Source: an optimization exercise on an open RTL-to-GDS flow (aim: a short achievable clock period, few clock cycles per item and low power). Production flows keep margins and buffers that such runs may drop.
RTL that was checked went through simulation tests only; none was proved equivalent to the original.
Power figures rest on the tool's default switching activity, not on a simulated workload.

## cpuTop
module cpuTop (
	input  logic        clk,
	input  logic        rst,
	output logic [31:0] pc,
	output logic        instReqValid,
	input  logic        instReqReady,
	input  logic [31:0] instruction,
	input  logic        instValid,
	output logic        instReady,
	output logic [31:0] memReqAddr,
	output logic [31:0] memReqWdata,
	output logic [3:0]  memReqStrb,
	output logic        memReqWrite,
	output logic        memReqValid,
	input  logic        memReqReady,
	input  logic [31:0] readData,
	input  logic        readValid,
	output logic        readReady,
	output logic        retireWen,
	output logic [4:0]  retireWaddr,
	output logic [31:0] retireWdata,
	output logic [31:0] retirePc,
	output logic        retireValid
);
For scale: roughly 6,200 cells after synthesis, ~84,000 um2 of cells after synthesis.
export LEC_CHECK = 0
export CAP_MARGIN = 20
export CORE_MARGIN = 2
export CORE_UTILIZATION = 40
export SLEW_MARGIN = 20
create_clock -name core_clock -period 11.0 [get_ports {clk}]
standard.sh (not shown) runs the stock make flow with config.mk's settings and CLKGATE_MAP_FILE= SYNTH_SCRIPT=/design/flow/synth_recipe.tcl, a recipe that flattens the netlist after the stock synthesis.
==> flow/flow/run.sh <==
#!/bin/bash
set -euo pipefail
bash standard.sh SETUP_SLACK_MARGIN=7 finish > standard_flow.log 2>&1
==> next run, changes <==
--- a/flow/design.v
+++ b/flow/design.v
@@ -393,33 +393,41 @@
 	logic [31:0] fwdRs, fwdRt;
 	logic        xHitRs, xHitRt, mHitRs, mHitRt;
 	assign xHitRs = vX & xWen & (xRd == rsA) & (rsA != 5'd0);
 	assign xHitRt = vX & xWen & (xRd == rtA) & (rtA != 5'd0);
 	assign mHitRs = vM & mWen & (mRd == rsA) & (rsA != 5'd0);
 	assign mHitRt = vM & mWen & (mRd == rtA) & (rtA != 5'd0);
 	assign fwdRs  = xHitRs ? xRes : mHitRs ? wbData : rfRs;
 	assign fwdRt  = xHitRt ? xRes : mHitRt ? wbData : rfRt;
 	logic hazard;
 	assign hazard = (vX & xIsLd & ((xHitRs & dUsesRs) | (xHitRt & dUsesRt)))
 	              | (mIsLd & ~mDone & ((mHitRs & dUsesRs) | (mHitRt & dUsesRt)));
 	assign dAdv   = vD & xFree & ~hazard;
-	logic [31:0] dImm, dB, dAux, dPcSum;
-	logic [29:0] dPcAdd;
-	assign dImm   = dImmKind[0] ? {16'h0, ir[15:0]} : {{16{ir[15]}}, ir[15:0]};
-	assign dB     = dUseImm ? dImm : fwdRt;
+	logic [31:0] dImm, dB, dAux;
+	logic [29:0] dPcBr, dPcInc, dPcLink;
+	logic        selSt, selLui, selBr;
+	assign dImm   = (op[5:2] == 4'b0011) ? {16'h0, ir[15:0]} : {{16{ir[15]}}, ir[15:0]};
+	assign dB     = (op[5:3] == 3'b001 || op[5:4] == 2'b10) ? dImm : fwdRt;
 	pfxAdd #(.W(30)) addPcD (
-		.a(pcD[31:2]), .b(dIsBr ? {{14{ir[15]}}, ir[15:0]} : 30'd1), .cin(1'b1), .s(dPcAdd), .cout()
+		.a(pcD[31:2]), .b({{14{ir[15]}}, ir[15:0]}), .cin(1'b1), .s(dPcBr), .cout()
 	);
-	assign dPcSum = {dPcAdd, pcD[1:0]};
-	assign dAux   = dIsSt ? fwdRt : dIsLui ? {ir[15:0], 16'h0} : dPcSum;
+	pfxInc #(.W(30)) incPcD (.a(pcD[31:2]), .s(dPcInc));
+	pfxInc #(.W(30)) incPcD2 (.a(dPcInc), .s(dPcLink));
+	assign selSt  = (op[5:3] == 3'b101);
+	assign selLui = (op[5:3] == 3'b001);
+	assign selBr  = (op[5:2] == 4'b0001) | (op == 6'b000001);
+	assign dAux   = selSt  ? fwdRt
+	              : selLui ? {ir[15:0], 16'h0}
+	              : selBr  ? {dPcBr, pcD[1:0]}
+	              :          {dPcLink, pcD[1:0]};
 	always_ff @(posedge clk) begin
 		if (rst) begin
 			vX    <= 1'b0;
 			xDone <= 1'b0;
 		end else begin
 			if (xRedir) begin
 				vX    <= xFree ? 1'b0 : vX;
 				xDone <= ~xFree;
 			end else if (xFree) begin
 				vX    <= dAdv;
 				xDone <= 1'b0;
 			end
@@ -443,25 +451,25 @@
 			xOff0   <= (ir[15:0] == 16'h0);
 			xBrKind <= dBrKind;
 			xShOp   <= dShOp;
 			xSub     <= (dAluOp != 3'd0);
 			xLop     <= dAluOp[1:0];
 			xSelAdd  <= (dResSel == 2'd0) & (dAluOp[2:1] == 2'b00);
 			xSelLog  <= (dResSel == 2'd0) & ((dAluOp == 3'd2) | (dAluOp == 3'd3) | (dAluOp == 3'd4) | (dAluOp == 3'd5));
 			xSelSlt  <= (dResSel == 2'd0) & (dAluOp == 3'd6);
 			xSelSltu <= (dResSel == 2'd0) & (dAluOp == 3'd7);
 			xSelSh   <= (dResSel == 2'd1);
 			xSelAux  <= (dResSel == 2'd2);
 			xSize   <= dSize;
-			xShamt  <= dVarSh ? fwdRs[4:0] : ir[10:6];
+			xShamt  <= ir[2] ? fwdRs[4:0] : ir[10:6];
 		end
 	end
 	logic [31:0] sum, logRes, shRes;
 	logic        cout, lt, ltu, eq;
 	pfxAdd #(.W(32)) addX (.a(xA), .b(xB ^ {32{xSub}}), .cin(xSub), .s(sum), .cout(cout));
 	assign ltu = ~cout;
 	assign lt  = (xA[31] ^ xB[31]) ? xA[31] : sum[31];
 	assign eq  = (xA == xB);
 	always_comb begin
 		case (xLop)
 			2'b10: logRes = xA & xB;       
 			2'b11: logRes = xA | xB;       
=> The new run completed without violations. Clock-buffer cell count shrinks by 22. Clock skew grows by 0.0066 ns. Sequential share of layout area climbs by 0.27 points. Final cell count rises by about 2%. Sequential cell count stays the same. Final area is lower by 0.60%. Register-to-register slack improves by 1.1 ns. Non-clock buffer count shrinks by 100. Setup slack gets better by 1.1 ns.
No run of this note included a check of the RTL's function; only the layout flow was run.


== cedar ==
cpuTop, a different RTL version from the one above (not shown whole).
For scale: about 250 I/O pins, roughly 86000 um2 of cells after synthesis.
Settings: LEC_CHECK=0, CAP_MARGIN=20, CORE_MARGIN=2, CORE_UTILIZATION=40, CTS_BUF_LIST=sky130_fd_sc_hd__clkbuf_8, CTS_CLUSTER_SIZE=24, SLEW_MARGIN=20; clock period 11.0 ns.
Scripts as last shown in full above: flow/flow/run.sh
Testbench counts of cedar, summed over its fixed seeds: cycles 37,667, instructions 28,386.
Modified inputs, oak compared to cedar
-- flow/design.v --
<<< cedar, line 406
	assign wbData = mIsLd ? ldVal : resM;
	logic [31:0] fwdRs, fwdRt;
	logic        xHitRs, xHitRt, mHitRs, mHitRt;
	assign xHitRs = vX & xWen & (xRd == rsA) & (rsA != 5'd0);
	assign xHitRt = vX & xWen & (xRd == rtA) & (rtA != 5'd0);
	assign mHitRs = vM & mWen & (mRd == rsA) & (rsA != 5'd0);
	assign mHitRt = vM & mWen & (mRd == rtA) & (rtA != 5'd0);
	assign fwdRs  = xHitRs ? xRes : mHitRs ? wbData : rfRs;
	assign fwdRt  = xHitRt ? xRes : mHitRt ? wbData : rfRt;
	logic hazard;
	assign hazard = (vX & xIsLd & ((xHitRs & dUsesRs) | (xHitRt & dUsesRt)))
>>> oak, line 406
	assign wbData = mIsLd ? ldVal : resM;
	logic [31:0] fwdRs, fwdRt;
	logic        xHitRs, xHitRt, mHitRs, mHitRt, rHitRs, rHitRt;
	logic        rv;
	logic [4:0]  rWaddr;
	logic [31:0] rWdata;
	assign rHitRs = rv & (rWaddr == rsA) & (rsA != 5'd0);
	assign rHitRt = rv & (rWaddr == rtA) & (rtA != 5'd0);
	assign xHitRs = vX & xWen & (xRd == rsA) & (rsA != 5'd0);
	assign xHitRt = vX & xWen & (xRd == rtA) & (rtA != 5'd0);
	assign mHitRs = vM & mWen & (mRd == rsA) & (rsA != 5'd0);
	assign mHitRt = vM & mWen & (mRd == rtA) & (rtA != 5'd0);
	assign fwdRs  = xHitRs ? xRes : mHitRs ? wbData : rHitRs ? rWdata : rfRs;
	assign fwdRt  = xHitRt ? xRes : mHitRt ? wbData : rHitRt ? rWdata : rfRt;
	logic hazard;
	assign hazard = (vX & xIsLd & ((xHitRs & dUsesRs) | (xHitRt & dUsesRt)))
<<< cedar, line 586
	assign memReqValid = mv;
	always_ff @(posedge clk) begin
		if (mDone & mWen & (mRd != 5'd0)) begin
			rf[mRd] <= wbData;
		end
	end
	logic        rv, rWen;
	logic [4:0]  rWaddr;
	logic [31:0] rWdata, rPc;
	always_ff @(posedge clk) begin
		if (rst) begin
>>> oak, line 591
	assign memReqValid = mv;
	always_ff @(posedge clk) begin
		if (rv & (rWaddr != 5'd0)) begin
			rf[rWaddr] <= rWdata;
		end
	end
	logic        rWen;
	logic [31:0] rPc;
	always_ff @(posedge clk) begin
		if (rst) begin
### Flow results
Per the final summary, oak finished and its layout is clean on timing, DRC and antenna. Register-to-register setup slack in oak is 0.02 ns above cedar. [compare] base=cedar new=oak: setup slack held, power went down 1.4 mW, detailed-route via count went up about 2.5%, design area went up about 1%. Going from cedar to oak, xor and xnor area share after synthesis essentially unchanged, global-route usage went up.
Testbench counts of oak, summed over its fixed seeds: cycles 37,667, instructions 28,386.

==> static timing again, ports no longer ideal <==
In the flow no input, the clock included, has a driving cell. The finished layouts below were timed again as built, in two steps.
Step 1: set_driving_cell puts a clkbuf_16 on clk and a buf_2 on each other input, an assumption about the parent block.
Step 2 adds t to the input delays and takes it off the output delays; t is the mean of the earliest and latest rising clock arrival at the registers after step 1. Input paths then give back, and output paths get back, about the clock's delay inside the block.
Three values: ideal, step 1, step 2; two values: the first two.
run | t, ns | slack for setup (ns) | worst data-port slew with drivers (ns)
the first run of note 1 | 0.907 | 5.828 / 5.828 / 5.828 | 0.08
the second run of note 1 | 0.921 | 6.899 / 6.899 / 6.058 | 0.09
cedar | 1.103 | 6.806 / 6.806 / 5.896 | 0.08
oak | 1.121 | 6.804 / 6.825 / 5.747 | 0.09
After both steps every run listed still meets setup and hold. The setup slack of oak, which loses most, moves by +0.021 ns with the drivers and by -1.057 ns with both steps.
